This design comes from an exercise in tuning for small area and a short achievable clock period on the open sky130 flow, not from production work. At most, simulation tests tie the RTL to the original design; equivalence was not proved.

==> inputs of amber <==
## fc_neuron
module fc_neuron #(
    parameter int unsigned RELU_EN = 0
) (
    input  logic        clk,
    input  logic        rst,
    input  logic [63:0] pooledPixelArray,
    input  logic [63:0] weight,
    output logic [7:0]  result
);
==> flow/config.mk <==
export PLATFORM = sky130hd
export DESIGN_NAME = fc_neuron
export DESIGN_NICKNAME = fc_neuron
export VERILOG_FILES = /design/flow/design.v
export SDC_FILE = /design/flow/constraint.sdc
export NUM_CORES = 4
export LEC_CHECK = 0
export CAP_MARGIN = 20
export CORE_MARGIN = 2
export CORE_UTILIZATION = 40
export SLEW_MARGIN = 20
export SYNTH_HIERARCHICAL = 1
export SYNTH_MINIMUM_KEEP_SIZE = 0
==> flow/constraint.sdc <==
create_clock -name core_clock -period 15.0 [get_ports {clk}]
set_input_delay 3.0000 -clock core_clock [delete_from_list [all_inputs] [get_ports {clk}]]
set_output_delay 3.0000 -clock core_clock [all_outputs]
set_load 0.01 [all_outputs]
standard.sh (not shown) runs the stock make flow with config.mk's settings and CLKGATE_MAP_FILE= SYNTH_SCRIPT=/design/flow/synth_recipe.tcl, a recipe that flattens the netlist after the stock synthesis.
==> flow/flow/run.sh <==
#!/bin/bash
# Standard ORFS layout, except that the port buffers are the smallest plain
# buffer instead of the delay cell buffer_ports picks by default.
set -euo pipefail
export BUFFER_PORTS_ARGS="-buffer_cell sky130_fd_sc_hd__buf_1"
bash standard.sh > standard.log 2>&1
==> delta (differences from amber) <==
--- a/flow/config.mk
+++ b/flow/config.mk
@@ -9,4 +9,5 @@
 export CORE_MARGIN = 2
 export CORE_UTILIZATION = 40
+export CTS_BUF_LIST = sky130_fd_sc_hd__clkbuf_2 sky130_fd_sc_hd__clkbuf_4
 export SLEW_MARGIN = 20
 export SYNTH_HIERARCHICAL = 1
==> reports/results.tsv <==
metric	value	unit
outcome	no timing/DRC/antenna violations	
multi-input gate share of the layout cell area	90.46	%
met3 Usage GRT	3.893	%
Clock Network Area Fraction	0.1626	%
Reg clk slew, reported paths	0.05	ns
GRT Overall Usage	26.75	%
final core occ	42.68	%
sequential cell area share	1.156	%
Hold Slack	3.253	ns
1st-iter DRT viols	968	
(the above is from delta)
==> reports/results.tsv <==
metric	value	unit
outcome	no timing/DRC/antenna violations	
ANT cells	0	
met3 Usage GRT	3.952	%
Reg clk slew, reported paths	0.03	ns
Hold Slack	3.283	ns
final core occ	42.84	%
Post-DP Area	13830	µm²
Req. time, crit path	15.08	ns
sequential cell area share	1.152	%
1st-iter DRT viols	958	
WL met1	17.07	mm
Clock Network Area Fraction	0.5399	%
(the above is from amber)

---

==> juniper <==
Another version of the RTL of fc_neuron (not shown whole).
==> module fc_neuron_sat, before the edit <==
module fc_neuron_sat (
    input  logic [19:0] t,
    input  logic [7:0]  u,
    input  logic        rst,
    output logic [7:0]  d
);
    logic [18:8] x, g;
    logic          c, u18, in_range;
    assign x[8] = t[0] ^ t[1];
    assign g[8] = t[0] & t[1];
    assign x[9] = t[2] ^ t[3];
    assign g[9] = t[2] & t[3];
    assign x[10] = t[4] ^ t[5];
    assign g[10] = t[4] & t[5];
    assign x[11] = t[6] ^ t[7];
    assign g[11] = t[6] & t[7];
    assign x[12] = t[8] ^ t[9];
    assign g[12] = t[8] & t[9];
    assign x[13] = t[10] ^ t[11];
    assign g[13] = t[10] & t[11];
    assign x[14] = t[12] ^ t[13];
    assign g[14] = t[12] & t[13];
    assign x[15] = t[14] ^ t[15];
    assign g[15] = t[14] & t[15];
    assign x[16] = t[16] ^ t[17];
    assign g[16] = t[16] & t[17];
    assign x[17] = t[18] ^ t[19];
    assign g[17] = t[18] & t[19];
    assign x[18] = 1'b1;
    assign g[18] = 1'b0;
    assign in_range = &x;
    logic [17:8] g1, p1;
    logic          g2a, p2a, g2b, p2b, g3, g4;
    always_comb begin
        for (int i = 8; i < 18; i += 2) begin
            g1[i+1] = g[i+1] | (x[i+1] & g[i]);
            p1[i+1] = x[i+1] & x[i];
            g1[i]   = g[i];
            p1[i]   = x[i];
        end
        g2a = g1[11] | (p1[11] & g1[9]);
        p2a = p1[11] & p1[9];
        g2b = g1[15] | (p1[15] & g1[13]);
        p2b = p1[15] & p1[13];
        g3  = g2b | (p2b & g2a);
        g4  = g1[17] | (p1[17] & g3);
        c   = g4;
        u18 = x[18] ^ c;
    end
    always_comb begin
        if (rst) begin
            d = 8'h00;
        end else if (in_range) begin
            d = {u[7], ~u[6:0]};
        end else if (!u18) begin
            d = 8'h80;
        end else begin
            d = 8'h7f;
        end
    end
endmodule
clock: 15.0 ns
lec_check: 0
abc_area: 1
cap_margin: 20
core_margin: 2
core_utilization: 40
cts_buf_list: sky130_fd_sc_hd__clkbuf_2 sky130_fd_sc_hd__clkbuf_4
slew_margin: 20
synth_hierarchical: 1
synth_minimum_keep_size: 0
Scripts as last shown in full above: flow/flow/run.sh
==> yarrow: changes against juniper <==
--- a/flow/design.v
+++ b/flow/design.v
@@ -1270,32 +1270,21 @@
     assign g[15] = t[14] & t[15];
     assign x[16] = t[16] ^ t[17];
     assign g[16] = t[16] & t[17];
     assign x[17] = t[18] ^ t[19];
     assign g[17] = t[18] & t[19];
     assign x[18] = 1'b1;
     assign g[18] = 1'b0;
     assign in_range = &x;
-    logic [17:8] g1, p1;
-    logic          g2a, p2a, g2b, p2b, g3, g4;
     always_comb begin
-        for (int i = 8; i < 18; i += 2) begin
-            g1[i+1] = g[i+1] | (x[i+1] & g[i]);
-            p1[i+1] = x[i+1] & x[i];
-            g1[i]   = g[i];
-            p1[i]   = x[i];
+        c = 1'b0;
+        for (int i = 8; i < 18; i++) begin
+            c = g[i] | (x[i] & c);
         end
-        g2a = g1[11] | (p1[11] & g1[9]);
-        p2a = p1[11] & p1[9];
-        g2b = g1[15] | (p1[15] & g1[13]);
-        p2b = p1[15] & p1[13];
-        g3  = g2b | (p2b & g2a);
-        g4  = g1[17] | (p1[17] & g3);
-        c   = g4;
         u18 = x[18] ^ c;
     end
     always_comb begin
         if (rst) begin
             d = 8'h00;
         end else if (in_range) begin
             d = {u[7], ~u[6:0]};
         end else if (!u18) begin
- ABC_AREA: 1 -> 0
==> willow: changes against juniper <==
--- a/flow/design.v
+++ b/flow/design.v
@@ -1193,33 +1193,51 @@
     fc_neuron_fa u_fs489 (.a(fs488), .b(fc483), .c(fc484), .s(fs489), .co(fc489));
     fc_neuron_fa u_fs490 (.a(ni_nc92), .b(ni_ns94), .c(fs489), .s(fs490), .co(fc490));
     fc_neuron_fa u_fs491 (.a(fc485), .b(fs490), .c(fc486), .s(fs491), .co(fc491));
     fc_neuron_fa u_fs492 (.a(fc488), .b(ni_nc93), .c(ni_nc94), .s(fs492), .co(fc492));
     fc_neuron_fa u_fs493 (.a(fc489), .b(fs492), .c(fc490), .s(fs493), .co(fc493));
     logic [18:0] ra, rb;
     assign ra = {1'b1, fc492, fc491, fc487, fc479, fc471, fc455, fc431, fc400, fc362, fc318, fs318, hs269, fs221, fs181, fs149, fs125, fs108, fs98};
     assign rb = {1'b0, fc493, fs493, fs491, fs487, fs479, fs471, fs455, fs431, fs400, fs362, 1'b0, 1'b0, 1'b0, 1'b0, 1'b0, 1'b0, 1'b0, 1'b0};
-    logic [7:0] d;
-    fc_neuron_sat u_sat (
-        .t   ({fc493, fc492, fs493, fc491, fs491, fc487, fs487, fc479, fs479, fc471, fs471, fc455, fs455, fc431, fs431, fc400, fs400, fc362, fs362, fc318}),
-        .u   (ra[7:0]),
-        .rst (rst),
-        .d   (d)
-    );
+    logic [18:8] x, g;
+    logic [7:0]    u;
+    logic          c, u18;
+    logic          in_range;
+    always_comb begin
+        x = ra[18:8] ^ rb[18:8];
+        g = ra[18:8] & rb[18:8];
+        u = ra[7:0];
+        in_range = &x;
+        c = 1'b0;
+        for (int i = 8; i < 18; i++) begin
+            c = g[i] | (x[i] & c);
+        end
+        u18 = x[18] ^ c;
+    end
     logic [7:0] score;
     logic [7:0] result_q;
     always_comb begin
-        score = d;
+        if (in_range) begin
+            score = {u[7], ~u[6:0]};
+        end else if (!u18) begin
+            score = 8'h80;
+        end else begin
+            score = 8'h7f;
+        end
         if ((RELU_EN != 0) && score[7]) begin
             score = 8'h00;
         end
     end
     always_ff @(posedge clk) begin
-        result_q <= score;
+        if (rst) begin
+            result_q <= 8'h00;
+        end else begin
+            result_q <= score;
+        end
     end
     assign result = result_q;
 endmodule
 module fc_neuron_fa (
     input  logic a,
     input  logic b,
     input  logic c,
     output logic s,
@@ -1239,69 +1257,8 @@
     input  logic a,
     input  logic b,
     output logic s,
     output logic co
 );
     assign s  = a ^ b;
     assign co = a & b;
 endmodule
-module fc_neuron_sat (
-    input  logic [19:0] t,
-    input  logic [7:0]  u,
-    input  logic        rst,
-    output logic [7:0]  d
-);
-    logic [18:8] x, g;
-    logic          c, u18, in_range;
-    assign x[8] = t[0] ^ t[1];
-    assign g[8] = t[0] & t[1];
-    assign x[9] = t[2] ^ t[3];
-    assign g[9] = t[2] & t[3];
-    assign x[10] = t[4] ^ t[5];
-    assign g[10] = t[4] & t[5];
-    assign x[11] = t[6] ^ t[7];
-    assign g[11] = t[6] & t[7];
-    assign x[12] = t[8] ^ t[9];
-    assign g[12] = t[8] & t[9];
-    assign x[13] = t[10] ^ t[11];
-    assign g[13] = t[10] & t[11];
-    assign x[14] = t[12] ^ t[13];
-    assign g[14] = t[12] & t[13];
-    assign x[15] = t[14] ^ t[15];
-    assign g[15] = t[14] & t[15];
-    assign x[16] = t[16] ^ t[17];
-    assign g[16] = t[16] & t[17];
-    assign x[17] = t[18] ^ t[19];
-    assign g[17] = t[18] & t[19];
-    assign x[18] = 1'b1;
-    assign g[18] = 1'b0;
-    assign in_range = &x;
-    logic [17:8] g1, p1;
-    logic          g2a, p2a, g2b, p2b, g3, g4;
-    always_comb begin
-        for (int i = 8; i < 18; i += 2) begin
-            g1[i+1] = g[i+1] | (x[i+1] & g[i]);
-            p1[i+1] = x[i+1] & x[i];
-            g1[i]   = g[i];
-            p1[i]   = x[i];
-        end
-        g2a = g1[11] | (p1[11] & g1[9]);
-        p2a = p1[11] & p1[9];
-        g2b = g1[15] | (p1[15] & g1[13]);
-        p2b = p1[15] & p1[13];
-        g3  = g2b | (p2b & g2a);
-        g4  = g1[17] | (p1[17] & g3);
-        c   = g4;
-        u18 = x[18] ^ c;
-    end
-    always_comb begin
-        if (rst) begin
-            d = 8'h00;
-        end else if (in_range) begin
-            d = {u[7], ~u[6:0]};
-        end else if (!u18) begin
-            d = 8'h80;
-        end else begin
-            d = 8'h7f;
-        end
-    end
-endmodule
- ABC_AREA: 1 -> 0
==> flow_metrics.tcl <==
set metrics [dict create \
    outcome "finished clean" \
    setup_ws_ns 5.42 \
    nNetsFinal 1873 \
    clk_pin_slew_ns 0.05 \
    start_util_pct 40.4 \
    dp.cells 1672 \
    synth_compound_area_share_pct 1.20 \
    crit_end "result_q[6]" \
]
the above is filed under yarrow

==> flow_metrics.tcl <==
set metrics [dict create \
    synth_compound_area_share_pct 0.148 \
    clockBufferCount 3 \
    dp.cells 1720 \
    outcome "finished clean" \
    start_util_pct 40.5 \
    nNetsFinal 1915 \
    clk_pin_slew_ns 0.06 \
]
the above is filed under juniper

==> flow_metrics.tcl <==
set metrics [dict create \
    setup_tns_ns 0 \
    grt_use_met2_pct 43.5 \
    clk_pin_slew_ns 0.05 \
    outcome "finished clean" \
    die_area_um2 33700 \
    nNetsFinal 1884 \
    antenna_found_initial 0 \
    dp.cells 1643 \
    crit_family "adder cells" \
    start_util_pct 40.7 \
    synth_compound_area_share_pct 0.891 \
    crit_end "result_q[4]" \
]
the above is filed under willow

For yarrow and willow, only the layout was checked, not whether the RTL still works.

---

==> run a <==
fc_neuron with an RTL version that a note above also has.
Settings: LEC_CHECK=0, ABC_AREA=1, CAP_MARGIN=20, CORE_MARGIN=2, CORE_UTILIZATION=40, CTS_BUF_LIST=sky130_fd_sc_hd__clkbuf_2 sky130_fd_sc_hd__clkbuf_4, SLEW_MARGIN=20, SYNTH_HIERARCHICAL=1, SYNTH_MINIMUM_KEEP_SIZE=0; clock period 15.0 ns.
Scripts as last shown in full above: flow/flow/run.sh
==> inputs of run b, as changes to run a <==
--- a/flow/design.v
+++ b/flow/design.v
@@ -1194,31 +1194,49 @@
     fc_neuron_fa u_fs490 (.a(ni_nc92), .b(ni_ns94), .c(fs489), .s(fs490), .co(fc490));
     fc_neuron_fa u_fs491 (.a(fc485), .b(fs490), .c(fc486), .s(fs491), .co(fc491));
     fc_neuron_fa u_fs492 (.a(fc488), .b(ni_nc93), .c(ni_nc94), .s(fs492), .co(fc492));
     fc_neuron_fa u_fs493 (.a(fc489), .b(fs492), .c(fc490), .s(fs493), .co(fc493));
     logic [18:0] ra, rb;
     assign ra = {1'b1, fc492, fc491, fc487, fc479, fc471, fc455, fc431, fc400, fc362, fc318, fs318, hs269, fs221, fs181, fs149, fs125, fs108, fs98};
     assign rb = {1'b0, fc493, fs493, fs491, fs487, fs479, fs471, fs455, fs431, fs400, fs362, 1'b0, 1'b0, 1'b0, 1'b0, 1'b0, 1'b0, 1'b0, 1'b0};
-    logic [7:0] d;
-    fc_neuron_sat u_sat (
-        .t   ({fc493, fc492, fs493, fc491, fs491, fc487, fs487, fc479, fs479, fc471, fs471, fc455, fs455, fc431, fs431, fc400, fs400, fc362, fs362, fc318}),
-        .u   (ra[7:0]),
-        .rst (rst),
-        .d   (d)
-    );
+    logic [18:8] x, g;
+    logic [7:0]    u;
+    logic          c, u18;
+    logic          in_range;
+    always_comb begin
+        x = ra[18:8] ^ rb[18:8];
+        g = ra[18:8] & rb[18:8];
+        u = ra[7:0];
+        in_range = &x;
+        c = 1'b0;
+        for (int i = 8; i < 18; i++) begin
+            c = g[i] | (x[i] & c);
+        end
+        u18 = x[18] ^ c;
+    end
     logic [7:0] score;
     logic [7:0] result_q;
     always_comb begin
-        score = d;
+        if (in_range) begin
+            score = {u[7], ~u[6:0]};
+        end else if (!u18) begin
+            score = 8'h80;
+        end else begin
+            score = 8'h7f;
+        end
         if ((RELU_EN != 0) && score[7]) begin
             score = 8'h00;
         end
     end
     always_ff @(posedge clk) begin
-        result_q <= score;
+        if (rst) begin
+            result_q <= 8'h00;
+        end else begin
+            result_q <= score;
+        end
     end
     assign result = result_q;
 endmodule
 module fc_neuron_fa (
     input  logic a,
     input  logic b,
     input  logic c,
@@ -1240,57 +1258,7 @@
     input  logic b,
     output logic s,
     output logic co
 );
     assign s  = a ^ b;
     assign co = a & b;
 endmodule
-module fc_neuron_sat (
-    input  logic [19:0] t,
-    input  logic [7:0]  u,
-    input  logic        rst,
-    output logic [7:0]  d
-);
-    logic [18:8] x, g;
-    logic          c, u18, in_range;
-    assign x[8] = t[0] ^ t[1];
-    assign g[8] = t[0] & t[1];
-    assign x[9] = t[2] ^ t[3];
-    assign g[9] = t[2] & t[3];
-    assign x[10] = t[4] ^ t[5];
-    assign g[10] = t[4] & t[5];
-    assign x[11] = t[6] ^ t[7];
-    assign g[11] = t[6] & t[7];
-    assign x[12] = t[8] ^ t[9];
-    assign g[12] = t[8] & t[9];
-    assign x[13] = t[10] ^ t[11];
-    assign g[13] = t[10] & t[11];
-    assign x[14] = t[12] ^ t[13];
-    assign g[14] = t[12] & t[13];
-    assign x[15] = t[14] ^ t[15];
-    assign g[15] = t[14] & t[15];
-    assign x[16] = t[16] ^ t[17];
-    assign g[16] = t[16] & t[17];
-    assign x[17] = t[18] ^ t[19];
-    assign g[17] = t[18] & t[19];
-    assign x[18] = 1'b1;
-    assign g[18] = 1'b0;
-    assign in_range = &x;
-    always_comb begin
-        c = 1'b0;
-        for (int i = 8; i < 18; i++) begin
-            c = g[i] | (x[i] & c);
-        end
-        u18 = x[18] ^ c;
-    end
-    always_comb begin
-        if (rst) begin
-            d = 8'h00;
-        end else if (in_range) begin
-            d = {u[7], ~u[6:0]};
-        end else if (!u18) begin
-            d = 8'h80;
-        end else begin
-            d = 8'h7f;
-        end
-    end
-endmodule
==> flow/flow/run.sh (replaced) <==
#!/bin/bash
# Standard ORFS layout, except that:
# - the port buffers are the smallest plain buffer instead of the delay cell
#   buffer_ports picks by default;
# - the resizer's timing repair aims for 6.5 ns of setup slack, so that it
#   sizes up the critical paths although the design meets the clock.
set -euo pipefail
export BUFFER_PORTS_ARGS="-buffer_cell sky130_fd_sc_hd__buf_1"
export SETUP_SLACK_MARGIN=6.5
bash standard.sh > standard.log 2>&1
==> run_results.csv <==
group,metric,value,unit
outcome,outcome,"finished clean",
worst_hold_path,hold_end,"result_q[0]",
timing,timing.hold.ws,3.10,ns
floorplan,num_rows,65,
critical_path,cp_num_buf_inv,2,
critical_path,path_depth,19,
floorplan,die-area,33900,um^2
final_layout,multi_input_area_share,83.2,%
critical_path,slowest_stage,"fa_2",
The numbers above come from run b.

==> run_results.csv <==
group,metric,value,unit
floorplan,die-area,35200,um^2
placed_design,dp_hpwl,40400,um
timing,tightest_slew,0.746,ns
global_routing,busiest_layer,"met2",
floorplan,num_rows,67,
critical_path,cp-startpoint,"weight[35]",
timing,timing.hold.ws,2.95,ns
outcome,outcome,"finished clean",
final_layout,multi_input_area_share,88.9,%
critical_path,cp_num_buf_inv,1,
The numbers above come from run a.

Function was not checked in any run of this note: the RTL went through the layout flow alone.

afterwards: timing with drivers on the ports:
How much do the figures lean on ideal ports? The routed layouts below were timed once more, with nothing changed but the port constraints. Step 1 assumes that a clkbuf_16 drives the clock port and a buf_2 every other input. Step 2 also shifts input and output timing later by t, the mid clock arrival at the registers, as if the neighbouring blocks saw the same clock. a / b / c = ideal ports / drivers / drivers and shift; a / b = the first two.
run | shift t [ns] | slack for setup (ns) | clock arrival spread, ns
amber | 0.253 | 5.486 / 5.480 / 5.228 | 0.001 / 0.001
delta | 0.267 | 5.519 / 5.506 / 5.239 | 0.000 / 0.000
juniper | 0.266 | 6.054 / 6.047 / 5.781 | 0.008 / 0.008
yarrow | 0.265 | 5.424 / 5.412 / 5.147 | 0.001 / 0.001
willow | 0.267 | 5.563 / 5.553 / 5.286 | 0.004 / 0.005
run a | 0.268 | 5.922 / 5.915 / 5.647 | 0.002 / 0.002
run b | 0.263 | 6.558 / 6.498 / 6.235 | 0.000 / 0.000
After both steps every run listed still meets setup and hold. For run b, which loses most, drivers alone change the setup slack by -0.060 ns; drivers and shift together by -0.323 ns.
